This design comes from an exercise in tuning for small area, a short achievable clock period and few clock cycles per item on the open sky130 flow, not from production work.
In this exercise RTL edits were held to simulation tests only and were not proved equivalent to the original.

## v52
Design nlc_top, start of the top module:
module nlc_top (
	input  wire                                          clk,
	input  wire                                          reset,
	input  wire                                          wb_cyc_i,
	input  wire                                          wb_stb_i,
	input  wire                                          wb_we_i,
	input  wire [nlc_pkg::ADR_W-1:0]                     wb_adr_i,
	input  wire [nlc_pkg::WORD_W-1:0]                    wb_dat_i,
	output wire [nlc_pkg::WORD_W-1:0]                    wb_dat_o,
	output wire                                          wb_ack_o,
	input  wire                                          start_i,
	input  wire [nlc_pkg::NUM_CH*nlc_pkg::ADC_W-1:0]     x_adc_i,
	output wire                                          busy_o,
	output wire                                          done_o,
	output wire [nlc_pkg::NUM_CH*nlc_pkg::ADC_W-1:0]     x_lin_o
);
clock: 10.0 ns
lec_check: 0
cap_margin: 30
core_margin: 2
core_utilization: 50
cts_cluster_diameter: 90
cts_cluster_size: 20
place_density: 0.6
slew_margin: 30
standard.sh (not shown) runs the stock make flow with config.mk's settings and CLKGATE_MAP_FILE= SYNTH_SCRIPT=/design/flow/synth_recipe.tcl, a recipe that flattens the netlist after the stock synthesis.
==> flow/flow/run.sh <==
#!/bin/bash
set -euo pipefail
SETUP_MARGIN=6.2
bash standard.sh SETUP_SLACK_MARGIN=$SETUP_MARGIN MAX_REPAIR_ANTENNAS_ITER_DRT=10 finish > standard_make.log 2>&1
Testbench counts of v52, summed over its fixed seeds: cycles 2,704, conversions 192.
Here is what was changed in the inputs of v31 compared with v52.
Settings: CAP_MARGIN changed from 30 to 20; SLEW_MARGIN changed from 30 to 20; CORE_UTILIZATION changed from 50 to 45; CTS_CLUSTER_SIZE changed from 20 to 24; PLACE_DENSITY changed from 0.6 to 0.55; CTS_CLUSTER_DIAMETER changed from 90 to 100.
-- flow/flow/run.sh --
<<< v52, line 3
SETUP_MARGIN=6.2
>>> v31, line 3
SETUP_MARGIN=6.3
Findings:
- Re post-route clock period utilization: v52 was higher than v31.
- Non-clock buffer count (lower): v52
- In terms of final-layout worst hold slack, v52 and v31 differ only marginally.
- On sum of routed wire length over all layers, v52 beats v31.
- The reg2reg setup slack in v31 sits 0.21 ns above the value recorded for v52.
The following lists how v24 was set up differently from v31:
Settings: SLEW_MARGIN: 20 -> 30; CAP_MARGIN: 20 -> 30.
==> notes.md <==
The global-route usage was comparable across v31 and v24.
Via count of the routed design (v24 over v31): increase, 1,730
Delta (v24 minus v31): area added between synthesis and finish +0.68 points.
What v24 reported for count of buffers not belonging to the clock network in the layout has to be multiplied by 0.920 to get the figure for v31.
In the flow results for v31 and v24, the multi-input gate share of total cell area is larger on v31.
On fmax, v24 tracks v31 almost exactly.
What v30 does differently from v24 at the input level:
Settings: swapping 100 for 90 in CTS_CLUSTER_DIAMETER; swapping 24 for 20 in CTS_CLUSTER_SIZE.
-- flow/flow/run.sh --
<<< v24, line 3
SETUP_MARGIN=6.3
>>> v30, line 3
SETUP_MARGIN=6.45
[summary]
v30 vs. v24: area of the multi-input gates increased by about 5% relative to the old numbers; total global-route track usage went up 0.88 points; core utilization now larger.
When the final numbers for v30 and v24 were put side by side, the total iterations of the first detailed-routing run turned out to be greater in v30.
The transition time at the pin with the least slew margin reported for v30 is greater than that of v24 by 0.033 ns.
For the worst path setup slack after routing, v30 came in 0.019 ns lower than v24 did.

---

== the previous run ==
nlc_top, a different RTL version from the one above (not shown whole).
Size in the first run: ~32000 cells after synthesis, roughly 7100 flip-flops, about 750 I/O pins, roughly 390000 um2 of cells after synthesis.
Settings: LEC_CHECK=0, CAP_MARGIN=30, CORE_MARGIN=2, CORE_UTILIZATION=45, CTS_CLUSTER_DIAMETER=100, CTS_CLUSTER_SIZE=24, PLACE_DENSITY=0.55, SLEW_MARGIN=30; clock period 10.0 ns.
==> flow/flow/run.sh <==
#!/bin/bash
set -euo pipefail
SETUP_MARGIN=6.3
bash standard.sh SETUP_SLACK_MARGIN=$SETUP_MARGIN finish > standard_make.log 2>&1
Testbench counts of the previous run, summed over its fixed seeds: cycles 2,704, conversions 192.
### the previous run -> the current run
- SETUP_SLACK_MARGIN: unset -> 5
==> flow/run.sh (new file) <==
#!/bin/bash
# synth_recipe.tcl (not shown) runs the flow's synth.tcl, then flattens the netlist and writes it again
# the make line also repeats each setting of config.mk as NAME=value (left out here)
make -C /OpenROAD-flow-scripts/flow DESIGN_CONFIG=/design/flow/config.mk WORK_HOME=/design/flow/orfs CLKGATE_MAP_FILE= SYNTH_SCRIPT=/design/flow/synth_recipe.tcl finish
removed: flow/flow/run.sh
removed: flow/standard.sh
[the current run] flow finished | final checks: failed | reasons: antenna rules
Diff the current run..the previous run | hold buffer count at cts | unchanged
On the current run: global-route wire length before repair is 3.1% lower than what the previous run gave.
The met2 wire length in the current run was lower than what the previous run gave.

---

the baseline:
nlc_top, a different RTL version from the one above (not shown whole).
For scale: roughly 7100 flip-flops, ~750 I/O pins.
Settings: LEC_CHECK=0, CAP_MARGIN=20, CORE_MARGIN=2, CORE_UTILIZATION=30, PLACE_DENSITY=0.4, SLEW_MARGIN=20; clock period 10.0 ns.
run.sh (not shown) runs the stock make flow with config.mk's settings and CLKGATE_MAP_FILE= SYNTH_SCRIPT=/design/flow/synth_recipe.tcl, a recipe that flattens the netlist after the stock synthesis.
Stock flow here: none of the scripts above is used.
Layout checks on the baseline: not met. Flow itself completed; violations: antenna violations.
Testbench counts of the baseline, summed over its fixed seeds: cycles 2,688, conversions 192.
Input changes introduced in the candidate (baseline for comparison: the baseline):
Settings: SETUP_SLACK_MARGIN now 5, previously not set.
## What came out
The final layout from the candidate, which completed every stage, passed the timing, DRC and antenna checks at the end of the flow. The candidate vs. the baseline: part of the cycle the worst path needs went down by 12 points. The candidate vs the baseline, launch point of the worst path: sel_tap_q$_DFF_P_ vs g_unit[4].mac_pipe_i.cs_q[107]$_DFF_P_. Post-CTS clock slew at the launch and capture registers of the worst setup and hold paths of the candidate is on par with the baseline.

---

Another version of the RTL of nlc_top (not shown whole).
Size in the first run: about 31000 cells after synthesis, ~6700 flip-flops, roughly 750 I/O pins, about 380000 um^2 of cells after synthesis.
Design nlc_top, start of the top module:
module nlc_top (
	input  wire                                          clk,
	input  wire                                          reset,
	input  wire                                          wb_cyc_i,
	input  wire                                          wb_stb_i,
	input  wire                                          wb_we_i,
	input  wire [nlc_pkg::ADR_W-1:0]                     wb_adr_i,
	input  wire [nlc_pkg::WORD_W-1:0]                    wb_dat_i,
	output wire [nlc_pkg::WORD_W-1:0]                    wb_dat_o,
	output wire                                          wb_ack_o,
	input  wire                                          start_i,
	input  wire [nlc_pkg::NUM_CH*nlc_pkg::ADC_W-1:0]     x_adc_i,
	output wire                                          busy_o,
	output wire                                          done_o,
	output wire [nlc_pkg::NUM_CH*nlc_pkg::ADC_W-1:0]     x_lin_o
);
make LEC_CHECK=0 CAP_MARGIN=20 CORE_MARGIN=2 CORE_UTILIZATION=55 PLACE_DENSITY=0.65 SETUP_SLACK_MARGIN=5 SLEW_MARGIN=20 finish   # period 10.0 ns
The baseline completed and failed the layout checks on capacitance limit, slew limit.
Testbench counts at the start, summed over its fixed seeds: cycles 2,704, conversions 192.
Rerun with:
==> flow/flow/run.sh (new file) <==
#!/bin/bash
set -euo pipefail
SETUP_MARGIN=6.5
bash standard.sh SETUP_SLACK_MARGIN=$SETUP_MARGIN finish > standard_make.log 2>&1
==> flow/standard.sh (new file) <==
#!/bin/bash
# synth_recipe.tcl (not shown) runs the flow's synth.tcl, then flattens the netlist and writes it again
# the make line also repeats each setting of config.mk as NAME=value (left out here)
make -C /OpenROAD-flow-scripts/flow DESIGN_CONFIG=/design/flow/config.mk WORK_HOME=/design/flow/orfs CLKGATE_MAP_FILE= SYNTH_SCRIPT=/design/flow/synth_recipe.tcl "${@:-finish}"
Settings changed: SETUP_SLACK_MARGIN 5 to not set.
removed: flow/run.sh
- This time the run completed with no timing, DRC or antenna violations
- first-iteration DRC count climbs by about 16%
- design area rises by 10%
- fmax increases by 29%
- core utilization rises by 6.1 points
- die area stays the same
- via count increases by 7.4%

---

nlc_top, a different RTL version from the one above (not shown whole).
Size: ~32000 cells after synthesis, ~7000 flip-flops, ~750 I/O pins.
clock: 10.0 ns
lec_check: 0
cap_margin: 30
core_margin: 2
core_utilization: 50
cts_cluster_diameter: 100
cts_cluster_size: 24
place_density: 0.6
slew_margin: 30
standard.sh (not shown) runs the stock make flow with config.mk's settings and CLKGATE_MAP_FILE= SYNTH_SCRIPT=/design/flow/synth_recipe.tcl, a recipe that flattens the netlist after the stock synthesis.
==> flow/flow/run.sh <==
#!/bin/bash
set -euo pipefail
SETUP_MARGIN=6.1
bash standard.sh SETUP_SLACK_MARGIN=$SETUP_MARGIN MAX_REPAIR_ANTENNAS_ITER_DRT=10 finish > standard_make.log 2>&1
The starting point produced a clean layout.
Testbench counts at the start, summed over its fixed seeds: cycles 2,704, conversions 192.
Then changed:
--- a/flow/flow/run.sh
+++ b/flow/flow/run.sh
@@ -3 +3 @@
-SETUP_MARGIN=6.1
+SETUP_MARGIN=6.3
- CORE_UTILIZATION: 50 -> 45
- PLACE_DENSITY: 0.6 -> 0.55
The changed run produced a clean layout.
Cell area is higher by a few percent.
Worst setup slack gains 84 ps.
Via count goes up slightly.
Die area climbs by roughly a tenth.
Synthesized cell count is unchanged.
Count of clock-buffer cells in the layout fell by 51.
Routed wire length rises by a few percent.
Critical path depth does not change.
Global-route usage shrinks by 2.4 points.
Sequential cell count is unchanged.

---

Setup of beta:
nlc_top, a different RTL version from the one above (not shown whole).
For scale: roughly 33000 cells after synthesis, ~7400 flip-flops, roughly 750 I/O pins, ~0.40 mm2 of cells after synthesis.
Settings: LEC_CHECK=0, CAP_MARGIN=20, CORE_MARGIN=2, CORE_UTILIZATION=45, CTS_CLUSTER_DIAMETER=100, CTS_CLUSTER_SIZE=24, PLACE_DENSITY=0.55, SLEW_MARGIN=20; clock period 10.0 ns.
==> flow/flow/run.sh <==
#!/bin/bash
set -euo pipefail
SETUP_MARGIN=6.3
bash standard.sh SETUP_SLACK_MARGIN=$SETUP_MARGIN MAX_REPAIR_ANTENNAS_ITER_DRT=10 finish > standard_make.log 2>&1
Looking at the reports, beta completed the entire flow and the layout it produced met the timing, DRC and antenna checks.
Testbench counts of beta, summed over its fixed seeds: cycles 2,696, conversions 192.
## Diff of input files: alpha against beta
Settings: SLEW_MARGIN now 30, was 20; CAP_MARGIN now 30, was 20.
[summary]
alpha reached the final stage; the timing, DRC and antenna checks on its layout passed. The half-perimeter wire length after detailed placement of alpha and that of beta are within noise of each other. alpha against beta: final routed wirelength across all metal layers saw little to no change, detailed-routing wirelength on met1 stayed essentially flat.

re-timing with driven ports:
The results above use ideal ports. As a check the final layouts listed here were re-extracted and re-timed, cells and wires unchanged.
Step 1: set_driving_cell puts a clkbuf_16 on clk and a buf_2 on each other input, an assumption about the parent block.
Step 2 moves the port delays by t, midway between the first and last clock arrival at a register: inputs arrive t later, outputs are due t later. That takes back most of the time a late clock gives input paths.
Three values: ideal ports, drivers, drivers and shift; two values: the first two.
run | t, ns | slack for setup (ns) | clock arrival spread, ns | worst data-port slew with drivers (ns)
v52 | 1.249 | 6.018 / 5.987 / 4.738 | 0.103 / 0.103 | 0.39
v31 | 1.233 | 6.209 / 6.050 / 5.128 | 0.171 / 0.171 | 0.29
v24 | 1.283 | 6.200 / 6.059 / 5.050 | 0.088 / 0.088 | 0.26
v30 | 1.300 | 6.180 / 6.043 / 5.065 | 0.128 / 0.127 | 0.27
the previous run | 1.284 | 6.088 / 5.934 / 5.123 | 0.109 / 0.109 | 0.24
the current run | 1.262 | 5.127 / 5.127 / 4.049 | 0.104 / 0.105 | 0.21
the baseline | 1.329 | 3.910 / 3.910 / 3.910 | 0.116 / 0.115 | 0.52
the candidate | 1.345 | 5.064 / 5.012 / 4.062 | 0.123 / 0.123 | 0.52
the first run of note 4 | 1.275 | 4.917 / 4.835 / 3.748 | 0.071 / 0.071 | 0.31
the second run of note 4 | 1.311 | 6.067 / 5.934 / 5.176 | 0.087 / 0.088 | 0.31
the first run of note 5 | 1.240 | 5.874 / 5.874 / 4.964 | 0.070 / 0.071 | 0.31
the second run of note 5 | 1.290 | 5.958 / 5.904 / 5.064 | 0.101 / 0.101 | 0.26
beta | 1.288 | 6.126 / 6.057 / 5.012 | 0.101 / 0.101 | 0.15
alpha | 1.271 | 6.136 / 6.060 / 5.085 | 0.102 / 0.102 | 0.16
For v52, which loses most, drivers alone change the setup slack by -0.031 ns; drivers and shift together by -1.280 ns.
